Context: an optimization exercise on an open-source flow, tuned for small area, a short achievable clock period and few clock cycles. The choices shown serve that exercise and are no tape-out recipe. The RTL was checked by simulation tests, not by an equivalence proof against the original design. Power is estimated from default activity; no workload was simulated.

==> flow/design.v, too long to show whole: its modules and the start of the top module <==
// module mac_m1: 2700 lines
// module mac_neg: 11 lines
// module mac_m2: 731 lines
// module unet_dec_top: 490 lines
// module unet_dec: 13 lines
module unet_dec (
    input  logic        clk,
    input  logic        rst,
    input  logic        wb_cyc,
    input  logic        wb_stb,
    input  logic        wb_we,
    input  logic [8:0]  wb_adr,
    input  logic [15:0] wb_dat_w,
    output logic        wb_ack,
    output logic [15:0] wb_dat_r
);
  // ...
==> flow/run.sh <==
#!/bin/bash
# synth_recipe.tcl (not shown) runs the flow's synth.tcl, then flattens the netlist and writes it again
# the make line also repeats each setting of config.mk as NAME=value (left out here)
make -C /OpenROAD-flow-scripts/flow DESIGN_CONFIG=/design/flow/config.mk WORK_HOME=/design/flow/orfs CLKGATE_MAP_FILE= SYNTH_SCRIPT=/design/flow/synth_recipe.tcl finish
==> flow/config.mk <==
export PLATFORM = sky130hd
export DESIGN_NAME = unet_dec
export DESIGN_NICKNAME = unet_dec
export VERILOG_FILES = /design/flow/design.v
export SDC_FILE = /design/flow/constraint.sdc
export NUM_CORES = 4
export LEC_CHECK = 0
export CAP_MARGIN = 30
export CORE_MARGIN = 2
export CORE_UTILIZATION = 55
export CTS_CLUSTER_DIAMETER = 80
export CTS_CLUSTER_SIZE = 24
export SETUP_SLACK_MARGIN = 3.9
export SLEW_MARGIN = 20
==> flow/constraint.sdc <==
create_clock -name core_clock -period 8.0 [get_ports {clk}]
set_input_delay 1.6000 -clock core_clock [delete_from_list [all_inputs] [get_ports {clk}]]
set_output_delay 1.6000 -clock core_clock [all_outputs]
set_load 0.01 [all_outputs]
==> flow_summary.ini, run 1 <==
[routing]
firstDrtPassIters = 14
totalWireLength_um = 1140000
route.detailed.drc = 0

[critical_path]
worstSetupStartpointType = flip-flop
cp.required_ns = 8.95
worstPathCellList = a22oi_1, xor2_1, fa_2, fa_1, clkinvlp_4, fa_2, inv_2, fa_2, inv_2, fa_2
rr_endpoint = u_top.g_tr[0].mid_r[79]

[synthesis]
synth-edff-count = 94
ys_types = 87
ys_seq_area_share_pct = 50.8
yosys.area_share.simple_pct = 3.99
async_reset_ff_share_pct = 1.39
synth_top_family_by_area = adder cells
syn_inst = 21400

[finish]
clk_share_pct = 3.64
seq_cells = 6471
largestRegisters = u_top.orr: 2048 flops, u_top.sr: 2048 flops, u_top.xr: 512 flops
seq_area_sq_um = 132000

[place]
dp_hpwl_um = 831000
postPlaceCellArea_sq_um = 266000

[die]
die_w_um = 688

[min_path]
hold_depth = 0
min-delay-start = u_top.sr[8][3]

[timing]
worst_clock_skew_ns = 0.135
min_period_ns = 4.35
fmax_mhz = 230
fin_crit_sh_pct = 54.4
post-route-worst-setup-slack_ns = 3.65

[cts]
cts_buffers = 340
clockRootBuffer = clkbuf_16
cts_tree = built

[pwr]
intPower_mw = 46.6
p_total_mw = 66.4

[status]
status = timing/DRC/antenna clean

[flow_run]
maxCapViolations = 0

[grt]
grtUsageTotal_pct = 46.9
Testbench counts, summed over its fixed seeds: cycles 11,928.
==> module unet_dec_top, before the edit <==
module unet_dec_top (
    input  logic        clk,
    input  logic        rst,
    input  logic        wb_cyc,
    input  logic        wb_stb,
    input  logic        wb_we,
    input  logic [8:0]  wb_adr,
    input  logic [15:0] wb_dat_w,
    output logic        wb_ack,
    output logic [15:0] wb_dat_r
);
    localparam logic [8:0] ADR_STATUS = 9'h001;
    localparam logic [8:0] OUT_BASE   = 9'h180;
    localparam int OUT_INJ = 23;
    logic [6:0] t;
    always_ff @(posedge clk or posedge rst) begin
        if (rst) t <= '0;
        else     t <= t + 7'd1;
    end
    logic [15:0] xr [32];
    logic [15:0] sr [128];
    logic [15:0] orr[128];
    logic [7:0]  wp0[36];
    logic [7:0]  wp1[36];
    logic [7:0]  bias[2];
    logic        wq_v;        
    logic [1:0]  wq_m;        
    logic [6:0]  wq_a;        
    logic [15:0] wq_d;
    logic [6:0]  wq_ent;      
    logic        wq_go;       
    logic        wq_al;       
    logic        wok;         
    logic        wokn_o;      
    assign wq_go  = wq_v && wq_al;
    function automatic logic [6:0] wadr(input int j, input int m);
        int tr, ks, k;
        tr = j / 18;
        ks = (j % 18) / 9;
        k  = j % 9;
        wadr = 7'(((2 * ks + m) * 9 + k) * 2 + (m == 0 ? tr : 1 - tr));
    endfunction
    logic req, wr_req, rd_req;
    logic is_x, is_s, is_wk, is_b, is_q, is_ctrl;
    logic wr_ok, wr_ack, rd_hit;
    logic busy, done;
    assign req     = wb_cyc && wb_stb;
    assign wr_req  = req && wb_we;
    assign rd_req  = req && !wb_we;
    assign is_x    = wb_adr[8:5] == 4'b0010;
    assign is_s    = wb_adr[8:7] == 2'b01;
    assign is_wk   = wb_adr[8:7] == 2'b10 && wb_adr[6:0] < 7'd72;
    assign is_b    = wb_adr[8:1] == 8'ha4;     
    assign is_q    = is_x || is_s || is_wk;
    assign is_ctrl = wb_adr == 9'h000;
    assign wr_ok   = wok;
    assign wr_ack  = wr_req && wr_ok;
    always_ff @(posedge clk or posedge rst) begin
        if (rst) begin
            wq_v <= 1'b0;
        end else if (wr_req && is_q && wr_ok) begin
            wq_v <= 1'b1;
        end else if (wq_go) begin
            wq_v <= 1'b0;
        end
    end
    always_ff @(posedge clk or posedge rst) begin
        logic [6:0] na;
        logic       nm, nv;
        if (rst) begin
            wok <= 1'b1;
            wokn_o <= !(1'b1);
        end else begin
            nv = (wr_req && is_q && wr_ok) || (wq_v && !wq_go);
            na = (wr_req && is_q && wr_ok) ? (is_x ? {2'b00, wb_adr[4:0]} : wb_adr[6:0]) : wq_a;
            nm = (wr_req && is_q && wr_ok) ? is_wk : wq_m[1];
            wok <= !nv || (nm ? !(t[0] ^ na[0]) : ((t + 7'd2 - na) & 7'd7) == 7'd0);
            wokn_o <= !(!nv || (nm ? !(t[0] ^ na[0]) : ((t + 7'd2 - na) & 7'd7) == 7'd0));
        end
    end
    always_ff @(posedge clk) begin
        logic [6:0] na;
        logic       nm;
        if (wr_req && is_q && wr_ok) begin
            na = is_x ? {2'b00, wb_adr[4:0]} : wb_adr[6:0];
            nm = is_wk;
            wq_m <= is_x ? 2'd0 : is_s ? 2'd1 : 2'd2;
            wq_a <= na;
            wq_d <= wb_dat_w;
        end else begin
            na = wq_a;
            nm = wq_m[1];
        end
        wq_ent <= t + 7'd2 - na;
        wq_al  <= nm ? !(t[0] ^ na[0]) : ((t + 7'd2 - na) & 7'd7) == 7'd0;
    end
    always_ff @(posedge clk) begin
        if (wr_req && is_b) begin
            bias[wb_adr[0]] <= wb_dat_w[7:0];
        end
    end
    always_ff @(posedge clk) begin
        for (int j = 0; j < 36; j++) begin
            wp0[j] <= (wq_go && wq_m == 2'd2 && (wq_a == wadr(j, 0) || wq_a == wadr(j, 1))) ?
                      wq_d[7:0] : wp1[j];
            wp1[j] <= wp0[j];
        end
    end
    always_ff @(posedge clk) begin
        for (int i = 0; i < 32; i++) begin
            if (i % 8 == 0 && wq_go && wq_m == 2'd0 && wq_ent[4:3] == 2'(i / 8)) begin
                xr[i] <= wq_d;
            end else begin
                xr[i] <= xr[(i + 31) % 32];
            end
        end
        for (int i = 0; i < 128; i++) begin
            if (i % 8 == 0 && wq_go && wq_m == 2'd1 && wq_ent[6:3] == 4'(i / 8)) begin
                sr[i] <= wq_d;
            end else begin
                sr[i] <= sr[(i + 127) % 128];
            end
        end
    end
    logic       pend;         
    logic       run;
    logic [6:0] k;            
    logic       start;
    logic       launch;
    logic       v1, ch1_r, last1_r;
    logic       v2, ch2_r, last2_r;
    logic       inj_r, last3_r;
    assign start  = wr_req && is_ctrl && wb_dat_w[0] && !busy;
    assign launch = pend && !wq_v && t[0];    
    always_ff @(posedge clk or posedge rst) begin
        if (rst) begin
            busy    <= 1'b0;
            done    <= 1'b0;
            pend    <= 1'b0;
            run     <= 1'b0;
            k       <= '0;
            v1      <= 1'b0;
            last1_r <= 1'b0;
            v2      <= 1'b0;
            last2_r <= 1'b0;
            inj_r   <= 1'b0;
            last3_r <= 1'b0;
        end else begin
            busy <= busy_n;
            done <= done_n;
            if (start) begin
                pend <= 1'b1;
            end
            if (launch) begin
                pend <= 1'b0;
                run  <= 1'b1;
                k    <= '0;
            end else if (run) begin
                k <= k + 7'd1;
                if (k == 7'd127) run <= 1'b0;
            end
            v1      <= run;
            last1_r <= run && k == 7'd127;
            v2      <= v1;
            last2_r <= v1 && last1_r;
            inj_r   <= v2 && ch2_r;
            last3_r <= v2 && last2_r;
        end
    end
    logic busy_n, done_n;
    assign busy_n = last3_r ? 1'b0 : (start ? 1'b1 : busy);
    assign done_n = last3_r ? 1'b1 : (start ? 1'b0 : done);
    logic [6:0] un;           
    logic [2:0] rn, cn;
    logic       chn;
    logic       r_top, r_bot, c_lft, c_rgt;    
    always_ff @(posedge clk) begin
        logic [6:0] u;
        u      = t - 7'd16;
        un    <= u;
        r_top <= u[6:4] == 3'd0;
        r_bot <= u[6:4] == 3'd7;
        c_lft <= u[3:1] == 3'd0;
        c_rgt <= u[3:1] == 3'd7;
    end
    assign rn  = un[6:4];
    assign cn  = un[3:1];
    assign chn = un[0];
    logic [11:0]        ws [2][9];   
    logic [14:0]        we [2][4];   
    logic [11:0]        nsb [2][2];  
    logic [15:0]        xb [4];      
    logic [3:0] xi [4];
    always_ff @(posedge clk) begin
        logic [6:0] uf;
        logic [2:0] rf, cf;
        logic [4:0] e0;
        int r0, c0;
        uf = t - 7'd16;               
        rf = uf[6:4];
        cf = uf[3:1];
        r0 = (int'(rf) - 1) >>> 1;
        c0 = (int'(cf) - 1) >>> 1;
        e0 = 5'(16 * int'(rf) + 2 * int'(cf) + 18 - 8 * r0 - 2 * c0);
        for (int dr = 0; dr < 2; dr++) begin
            for (int dc = 0; dc < 2; dc++) begin
                logic [4:0] e;
                e = e0 - 5'(8 * dr + 2 * dc) - 5'd1;
                xi[dr * 2 + dc] <= e[4:1];
            end
        end
    end
    function automatic logic [14:0] booth(input logic [9:0] v, input int nd);
        logic [10:0] ext;
        booth = '0;
        ext = {v, 1'b0};
        for (int i = 0; i < nd; i++) begin
            logic hi, mid, lo;
            lo  = ext[2 * i];
            mid = ext[2 * i + 1];
            hi  = ext[2 * i + 2];
            booth[3 * i]     = mid ^ lo;
            booth[3 * i + 1] = (hi & !mid & !lo) | (!hi & mid & lo);
            booth[3 * i + 2] = hi;
        end
    endfunction
    always_ff @(posedge clk) begin
        logic signed [7:0]  wx [3][3];
        logic [7:0]         wsel;
        logic signed [9:0]  es;
        logic signed [11:0] ns [2];
        logic               gr, gc;
        int                 a, b;
        for (int tr = 0; tr < 2; tr++) begin
            ns[0] = chn ? 12'sd0 : {{4{bias[tr][7]}}, bias[tr]};
            ns[1] = 12'sd0;
            for (int kh = 0; kh < 3; kh++) begin
                for (int kw = 0; kw < 3; kw++) begin
                    logic ok;
                    ok = !(kh == 0 && r_top) && !(kh == 2 && r_bot) &&
                         !(kw == 0 && c_lft) && !(kw == 2 && c_rgt);
                    wsel = tr == 0 ? wp1[18 * tr + 9 + kh * 3 + kw] : wp0[18 * tr + 9 + kh * 3 + kw];
                    wsel = ok ? wsel : 8'd0;
                    ws[tr][kh * 3 + kw] <= 12'(booth({{2{wsel[7]}}, wsel}, 4));
                    ns[(kh * 3 + kw) / 5] = ns[(kh * 3 + kw) / 5] +
                                            12'({wsel[7], 1'b0, wsel[5], 1'b0, wsel[3], 1'b0, wsel[1]});
                    wx[kh][kw] = tr == 0 ? wp1[18 * tr + kh * 3 + kw] : wp0[18 * tr + kh * 3 + kw];
                end
            end
            nsb[tr][0] <= ns[0];
            nsb[tr][1] <= ns[1];
            for (int dr = 0; dr < 2; dr++) begin
                for (int dc = 0; dc < 2; dc++) begin
                    logic ok;
                    a  = 2 * dr;
                    b  = 2 * dc;
                    gr = (dr == 0) ? rn[0] : !rn[0];
                    gc = (dc == 0) ? cn[0] : !cn[0];
                    es = 10'(wx[a][b]) + (gr ? 10'(wx[1][b]) : 10'sd0) +
                         (gc ? 10'(wx[a][1]) : 10'sd0) + ((gr && gc) ? 10'(wx[1][1]) : 10'sd0);
                    ok = !(dr == 0 && r_top) && !(dr == 1 && r_bot) &&
                         !(dc == 0 && c_lft) && !(dc == 1 && c_rgt);
                    we[tr][dr * 2 + dc] <= booth(ok ? es : 10'sd0, 5);
                end
            end
        end
        for (int i = 0; i < 4; i++) begin
            xb[i] <= xr[{xi[i], 1'b1}];
        end
    end
    logic [15:0] res [2];
    logic [15:0] rv [2];
    logic        rn_ [2];
    always_ff @(posedge clk) begin
        ch1_r <= t[0];
        ch2_r <= ch1_r;
    end
    logic [28:0] hold [2];
    logic [28:0] tot [2];
    for (genvar tr = 0; tr < 2; tr++) begin : g_tr
        logic [223:0] mid, mid_r;
        logic [12:0]  neg, neg_r;
        logic [28:0]  ms, mc, ms_r, mc_r;
        mac_m1 u_m1 (
            .f0(sr[36]), .w0(ws[tr][0]), .f1(sr[34]), .w1(ws[tr][1]), .f2(sr[32]), .w2(ws[tr][2]),
            .f3(sr[20]), .w3(ws[tr][3]), .f4(sr[18]), .w4(ws[tr][4]), .f5(sr[16]), .w5(ws[tr][5]),
            .f6(sr[4]),  .w6(ws[tr][6]), .f7(sr[2]),  .w7(ws[tr][7]), .f8(sr[0]),  .w8(ws[tr][8]),
            .x0(xb[0]), .e0(we[tr][0]), .x1(xb[1]), .e1(we[tr][1]),
            .x2(xb[2]), .e2(we[tr][2]), .x3(xb[3]), .e3(we[tr][3]),
            .mid(mid)
        );
        mac_neg u_neg (
            .e0(we[tr][0]), .e1(we[tr][1]), .e2(we[tr][2]), .e3(we[tr][3]),
            .nsa(nsb[tr][0]), .nsb(nsb[tr][1]), .neg(neg)
        );
        always_ff @(posedge clk) begin
            mid_r <= mid;
            neg_r <= neg;
        end
        mac_m2 u_m2 (
            .mid(mid_r), .neg(neg_r), .s(ms), .c(mc)
        );
        always_ff @(posedge clk) begin
            ms_r <= ms;
            mc_r <= mc;
        end
        assign tot[tr] = ms_r + mc_r + (ch2_r ? hold[1 - tr] : 29'd0);
        always_ff @(posedge clk) begin
            if (!ch2_r) hold[tr] <= tot[tr];
        end
        always_ff @(posedge clk) begin
            rv[1 - tr] <= tot[tr][15:0];
            rn_[1 - tr] <= tot[tr][28];
        end
        assign res[1 - tr] = rn_[1 - tr] ? 16'd0 : rv[1 - tr];
    end
    logic inj;
    assign inj = inj_r;
    always_ff @(posedge clk) begin
        for (int i = 0; i < 128; i++) begin
            if (inj && i == OUT_INJ) begin
                orr[i] <= res[0];
            end else if (inj && i == OUT_INJ - 1) begin
                orr[i] <= res[1];
            end else begin
                orr[i] <= orr[(i + 127) % 128];
            end
        end
    end
    logic [8:0]  pa;          
    logic        pv;          
    logic        chain;       
    logic [15:0] pd;
    logic        pst;         
    logic        pok;         
    logic [8:0]  pan_o;       
    logic        pokn_o;      
    logic        need;        
    logic        pout;        
    logic [6:0]  ep, eg;
    logic [8:0]  ga;          
    logic        gout;        
    logic        follow;
    logic [15:0] fd;
    always_comb begin
        if (pst)       ga = done ? OUT_BASE : ADR_STATUS;
        else if (pout) ga = pa + 9'd1;
        else           ga = pa;
    end
    assign gout   = pst ? done : (pout && pa[6:0] != 7'h7f);
    always_comb begin
        fd = 16'd0;
        for (int i = 0; i < 128; i++) begin
            if (fh[i / 16] && fl[i % 16]) fd = fd | orr[i];
        end
    end
    assign rd_hit = rd_req && pok && wb_adr == pa;
    function automatic logic [6:0] next_guess_ent(input logic [8:0] x, input logic [6:0] e,
                                                 input logic [6:0] tn);
        if (x[5:0] != 6'h3f) next_guess_ent = e - 7'd1;    
        else                 next_guess_ent = tn - 7'd1;   
    endfunction
    always_ff @(posedge clk or posedge rst) begin
        if (rst) begin
            pa    <= ADR_STATUS;
            pan_o <= ~(ADR_STATUS);
            pst   <= 1'b1;
            pok   <= 1'b1;
            pokn_o <= !(1'b1);
            pout  <= 1'b0;
            pv    <= 1'b0;
            need  <= 1'b0;
            chain <= 1'b0;
            ep    <= '0;
            eg    <= 7'd1;
        end else if (wr_ack) begin
            pa    <= ADR_STATUS;
            pan_o <= ~(ADR_STATUS);
            pst   <= 1'b1;
            pok   <= 1'b1;
            pokn_o <= !(1'b1);
            need  <= 1'b0;
            pout  <= 1'b0;
            chain <= 1'b0;
            eg    <= t + 7'd1;
        end else if (rd_hit) begin
            pa    <= ga;
            pan_o <= ~(ga);
            pst   <= pst && !done;
            pok   <= (pst && !done) || follow;
            pokn_o <= !((pst && !done) || follow);
            pout  <= gout;
            pv    <= follow;
            chain <= follow;
            ep    <= eg + 7'd1;
            eg    <= (pst && !done) ? t + 7'd1 : next_guess_ent(ga, eg, t + 7'd1);
            need  <= 1'b0;
        end else if (rd_req && wb_adr != pa) begin
            pa    <= wb_adr;
            pan_o <= ~(wb_adr);
            pst   <= wb_adr == ADR_STATUS;
            pok   <= wb_adr == ADR_STATUS;
            pokn_o <= !(wb_adr == ADR_STATUS);
            pout  <= wb_adr[8:7] == 2'b11;
            pv    <= 1'b0;
            chain <= 1'b0;
            eg    <= t + 7'd1;         
            need  <= 1'b1;
        end else if (need) begin
            logic [6:0] q;
            q      = {pa[5:0], pa[6]};
            ep    <= t + 7'd1 - q;
            eg    <= pst ? t + 7'd1 : next_guess_ent(pa, t - q, t + 7'd1);
            need  <= 1'b0;
        end else begin
            pv    <= pv || !follow;
            pok   <= pst || pv || !follow;
            pokn_o <= !(pst || pv || !follow);
            chain <= 1'b0;
            ep    <= ep + 7'd1;
            eg    <= eg + 7'd1;
        end
    end
    logic       follow_n, fo_n;
    logic [6:0] fi_n;
    always_comb begin
        follow_n = follow;
        fi_n     = 7'd0;
        fo_n     = 1'b0;
        if (wr_ack) begin
            follow_n = 1'b1;
            fi_n = t + 7'd1;
            fo_n = done_n;
        end else if (rd_hit) begin
            if (pst && !done) begin
                fi_n = t + 7'd1;
                fo_n = done_n;
            end else if (follow) begin
                fi_n = next_guess_ent(ga, eg, t + 7'd1);
                fo_n = gout && ga[6:0] != 7'h7f;
            end else begin
                fi_n = eg + 7'd1;
                fo_n = gout;
            end
        end else if (rd_req && wb_adr != pa) begin
            follow_n = wb_adr == ADR_STATUS;
            fi_n = t + 7'd1;
            fo_n = (wb_adr == ADR_STATUS) && done_n;
        end else if (need) begin
            logic [6:0] q;
            q       = {pa[5:0], pa[6]};
            follow_n = pst;
            fi_n = pst ? t + 7'd1 : t + 7'd1 - q;
            fo_n = pst ? done_n : pout;
        end else begin
            follow_n = pst;
            fi_n = pst ? eg + 7'd1 : ep + 7'd1;
            fo_n = pst ? done_n : pout;
        end
    end
    logic [7:0]  fh;
    logic [15:0] fl;
    always_ff @(posedge clk or posedge rst) begin
        if (rst) begin
            follow <= 1'b1;
            fh     <= '0;
            fl     <= '0;
        end else begin
            follow <= follow_n;
            fh     <= fo_n ? (8'd1 << fi_n[6:4]) : 8'd0;
            fl     <= 16'd1 << fi_n[3:0];
        end
    end
    logic pst_n;
    always_comb begin
        if (wr_ack)                       pst_n = 1'b1;
        else if (rd_hit)                  pst_n = pst && !done;
        else if (rd_req && wb_adr != pa)  pst_n = wb_adr == ADR_STATUS;
        else                              pst_n = pst;
    end
    always_ff @(posedge clk) begin
        if (pst_n) begin
            pd <= {14'd0, done_n, busy_n};
        end else if (rd_hit == follow) begin
            pd <= fd;
        end
    end
    assign wb_ack   = (wr_req && !wokn_o) || (rd_req && !pokn_o && wb_adr == ~pan_o);
    assign wb_dat_r = pd;
endmodule
==> run 2, diff against run 1 <==
--- a/flow/design.v
+++ b/flow/design.v
@@ -3552,2 +3552,7 @@
     assign wr_ack  = wr_req && wr_ok;
+    logic wq_v_d;
+    always_ff @(posedge clk or posedge rst) begin
+        if (rst) wq_v_d <= 1'b0;
+        else     wq_v_d <= wq_v;
+    end
     always_ff @(posedge clk or posedge rst) begin
@@ -3628,3 +3633,3 @@
     assign start  = wr_req && is_ctrl && wb_dat_w[0] && !busy;
-    assign launch = pend && !wq_v && t[0];    
+    assign launch = pend && !wq_v && !wq_v_d && t[0];
     always_ff @(posedge clk or posedge rst) begin
@@ -3685,2 +3690,3 @@
     logic [14:0]        we [2][4];   
+    logic signed [9:0]  esr [2][4];  
     logic [11:0]        nsb [2][2];  
@@ -3741,3 +3747,2 @@
                                             12'({wsel[7], 1'b0, wsel[5], 1'b0, wsel[3], 1'b0, wsel[1]});
-                    wx[kh][kw] = tr == 0 ? wp1[18 * tr + kh * 3 + kw] : wp0[18 * tr + kh * 3 + kw];
                 end
@@ -3746,14 +3751,22 @@
             nsb[tr][1] <= ns[1];
+            for (int i = 0; i < 4; i++) begin
+                logic ok;
+                ok = !(i / 2 == 0 && r_top) && !(i / 2 == 1 && r_bot) &&
+                     !(i % 2 == 0 && c_lft) && !(i % 2 == 1 && c_rgt);
+                we[tr][i] <= booth(ok ? esr[tr][i] : 10'sd0, 5);
+            end
+            for (int kh = 0; kh < 3; kh++) begin
+                for (int kw = 0; kw < 3; kw++) begin
+                    wx[kh][kw] = tr == 0 ? wp0[18 * tr + kh * 3 + kw] : wp1[18 * tr + kh * 3 + kw];
+                end
+            end
             for (int dr = 0; dr < 2; dr++) begin
                 for (int dc = 0; dc < 2; dc++) begin
-                    logic ok;
                     a  = 2 * dr;
                     b  = 2 * dc;
-                    gr = (dr == 0) ? rn[0] : !rn[0];
-                    gc = (dc == 0) ? cn[0] : !cn[0];
+                    gr = (dr == 0) ? !t[4] : t[4];
+                    gc = (dc == 0) ? t[1] : !t[1];
                     es = 10'(wx[a][b]) + (gr ? 10'(wx[1][b]) : 10'sd0) +
                          (gc ? 10'(wx[a][1]) : 10'sd0) + ((gr && gc) ? 10'(wx[1][1]) : 10'sd0);
-                    ok = !(dr == 0 && r_top) && !(dr == 1 && r_bot) &&
-                         !(dc == 0 && c_lft) && !(dc == 1 && c_rgt);
-                    we[tr][dr * 2 + dc] <= booth(ok ? es : 10'sd0, 5);
+                    esr[tr][dr * 2 + dc] <= es;
                 end
==> run 2 against run 1 <==
Synthesized cell count grew 0.77%. Wire length shrank 3.9%. Setup slack gained 0.023 ns. Still clean on timing, DRC and antenna. Flip-flop and latch count grew 79. First-iteration DRC count shrank 7.7%. Die area is 0.90% higher. Combinational power fell by 5.5%. Hold slack got worse by 0.037 ns. Synthesized area rose by 0.91%. Highest routed layer unchanged. Global-route usage decreased by 2.3 points. Count of clock-buffer cells in the layout shrank 3. Sequential share of layout area rose by 0.50 points.
==> flow_summary.ini, run 2 <==
[timing]
min_period_ns = 4.33
rsz0062_at_grt = yes
fmax_mhz = 231
relSlewSlack_pct = 18.3
tightest_slew_ns = 1.22
drv_slew = 0
final-setup-viol-count = 0
fin_crit_sh_pct = 54.1
fin_hold_ws_ns = 0.250
worst_clock_skew_ns = 0.109
setup_tns_ns = 0
final_hold_viol_count = 0

[die]
die_area_sq_um = 478000
coreArea_sq_um = 471000
top_level_ports = 47
die_h_um = 691
fp-row-count = 252
initial_utilization_pct = 55.2
die_w_um = 691

[synthesis]
async_reset_ff_share_pct = 1.39
yosysTopAreaCellShare_pct = 49.0
syn-cell-area_sq_um = 260000
ys_seq_area_share_pct = 51.0
synth_area_leaders = dfxtp_1 49%, fa_1 16%, a22oi_1 7.1%
ys_types = 99
ys.warnings.count = 37
synth_nets = 24000
synth.top_cells.by_count = 6365 x dfxtp_1, 2454 x a22oi_1, 2093 x fa_1, 1944 x inv_1, 1453 x clkbuf_1
synth.avg_cell_area_sq_um = 12.1
synth-edff-count = 94
syn_inst = 21500
synth.most_common_cell = dfxtp_1
synthFlopType = dfxtp_1
ys_seq_elements = 6550
yosys.area.top_type = dfxtp_1

[critical_path]
r2r_cells = 10
cp_data_arrival_time_ns = 5.09
crit_slowest_cell = and2_0
critPathCaptureType = flip-flop
path_common_cell = buf_4
worstSetupStartpointType = flip-flop
crit_fanout = 25
worstPathCellList = buf_4, buf_4, and2_0, buf_4, a22o_1, a221oi_1, nand4_1, nor4_1, nand3_1, mux2_2
slowest_delay_ns = 0.50
cp.required_ns = 8.77
crit_type = reg -> reg

[pwr]
power.leakage_nw = 112
power.density_nw_per_um2 = 235
intPower_mw = 47.0
vdd_drop_max_mv = 0.258
seqPwrFrac_pct = 56.3
switching_power_mw = 19.5
combPwrFrac_pct = 14.1
swShare_pct = 29.3
clkPwrFrac_pct = 29.6

[grt]
grt_max_degree = 53
grt_pass1_wl_um = 1460000
grt_pass1_vias = 170000
grtUsageTotal_pct = 44.6
overflow = 0
antenna_found_initial = 166

[finish]
fillCellCount = 38600
largestRegisters = u_top.orr: 2048 flops, u_top.sr: 2048 flops, u_top.xr: 512 flops
fin_util_pct = 60.1
finalNetCount = 23700
syn2layout_area_growth_pct = 8.80
layout-drive-gt1-share_pct = 12.4
final_cell_mix = 6114 x dfxtp_1, 2427 x a22oi_1, 1943 x fa_1
final_common_cell = dfxtp_1

[routing]
ant_nets = 0
vias = 179000
totalWireLength_um = 1100000
routed_via_density = 6.46
drtIter0Drc = 31100
firstDrtPassIters = 12
route.detailed.drc = 0
wl_per_cell_um = 39.6

[cts]
cts_tree = built
cts_max_path_buffers = 4
path_clk_slew_ns = 0.09
htree_num_levels = 5
clockRootBuffer = clkbuf_16
insertion_delay_ns = 1.07
cts_buffers = 344
cts_num_sinks = 6550

[place]
port_buffers = 46
dp_hpwl_um = 797000
place_congestion = 1.05

[status]
status = timing/DRC/antenna clean

[flow_run]
maxCapViolations = 0

[min_path]
hold_depth = 0
holdCritPathClass = reg -> reg
run 2: changes by cell type in the layout (fill, tap and decap cells not counted), sizes merged, moves of 28 or more:
cell and delta:
buf -135, and2 +96, dfxtp +78, diode +68, nand2 -66, a21oi +58
nand3 -55, a22oi +54, nand2b -41, a221oi -32, inv +28
run 2: power by group through the flow:
stage,registers [mW],clock network (mW),logic [mW]
finish,37.4,19.7,9.34
global route,37.5,20.9,9.92
CTS,37.3,19.8,8.96
detailed placement,38.1,0,8.90
global placement,38.1,0,8.76
floorplan,36.9,0,5.50
run 2: metrics by stage:
stage	instances	area, sq um	worst slack (ns)	power (mW)
after floorplan	21500	260000	3.37	42.4
after global placement	26800	267000	2.18	46.8
after detailed placement	26900	268000	2.28	47.0
after CTS	27400	280000	3.79	66.1
after global routing	27600	283000	3.82	68.3
final	27700	283000	3.67	66.4
run 2: worst max-delay path: cells and delay by family (launching register included):
| family | cells | cell delay (ns) |
|---|---|---|
| AOI/OAI and AO/OA | 2 | 0.52 |
| buffers and inverters | 3 | 1.11 |
| DFF | 1 | 0.40 |
| muxes | 1 | 0.44 |
| and+or+nand+nor | 4 | 1.48 |
run 2: path summary, 6_finish.rpt:
check,slack [ns],startpoint,endpoint
min in group asynchronous,0.99,rst,u_top.k[4]
worst min register to register,0.25,u_top.sr[19][14],u_top.sr[20][14]
worst max register to register,3.67,u_top.fh[7],u_top.pd[0]
max in group asynchronous,5.82,rst,u_top.t[4]
worst min-delay path,0.25,u_top.sr[19][14],u_top.sr[20][14]
worst max-delay path,3.67,u_top.fh[7],u_top.pd[0]
run 2: area by class of cell:
type	instances	area [sq um]	area share [%]
Sequential cell	6550	133000	47.1
Multi-Input combinational cell	11500	116000	40.9
Clock buffer	376	8790	3.11
Timing Repair Buffer	832	7910	2.80
Tap cell	6223	7790	2.75
Inverter	1949	7330	2.59
Clock inverter	98	1650	0.584
Antenna cell	174	435	0.154
run 2: logic make-up after synthesis:
kind of cell,Yosys count,share of synthesized area (%)
adders and majority gates,2462,17.9
xor gates and xnor gates,2213,7.47
AOI/OAI and AO/OA,4109,11.8
muxes,629,2.72
buffers and inverters,3485,5.06
DFF,6550,51.0
and+or+nand+nor,2077,4.10
run 2: per-layer routing:
layer	wire [um]	GRT usage, %	share of wire (%)
met2	412000	57.7	38
met5	1830	1.65	0.17
met1	423000	59.1	39
met3	200000	26.7	18
met4	60400	19.2	5.5
run 2: repair_timing:
action | CTS | global route
pin swaps | 22 | 116
hold buffers | 0 | 0
cloned | 7 | 4
endpoints found under the setup margin | 333 | 165
buffers inserted | 60 | 83
gates resized for setup | 495 | 393
Testbench counts of run 2, summed over its fixed seeds: cycles 11,928.

==> separate check: timing with driven ports <==
The results above use ideal ports. As a check the final layouts listed here were re-extracted and re-timed, cells and wires unchanged. Step 1, drivers: a clkbuf_16 drives clk and a buf_2 each remaining input, both assumed. Step 2 times the ports against the registers' clock, not the clock port: input delays grow and output delays shrink by t, the midpoint of the rising clock arrivals with the driver on. Slacks: ideal / step 1 / step 2; pairs: ideal / step 1.
| run | t, ns | slack for setup (ns) | hold slack, ns | slew at the worst register clock pin (ns) |
|---|---|---|---|---|
| run 1 | 1.181 | 3.651 / 3.651 / 3.383 | 0.287 / 0.287 / 0.287 | 0.10 / 0.10 |
| run 2 | 1.145 | 3.675 / 3.675 / 3.070 | 0.250 / 0.250 / 0.250 | 0.11 / 0.11 |
After both steps setup and hold are still met in every run listed. For run 2, which loses most, drivers alone change the setup slack by 0.000 ns; drivers and shift together by -0.605 ns.
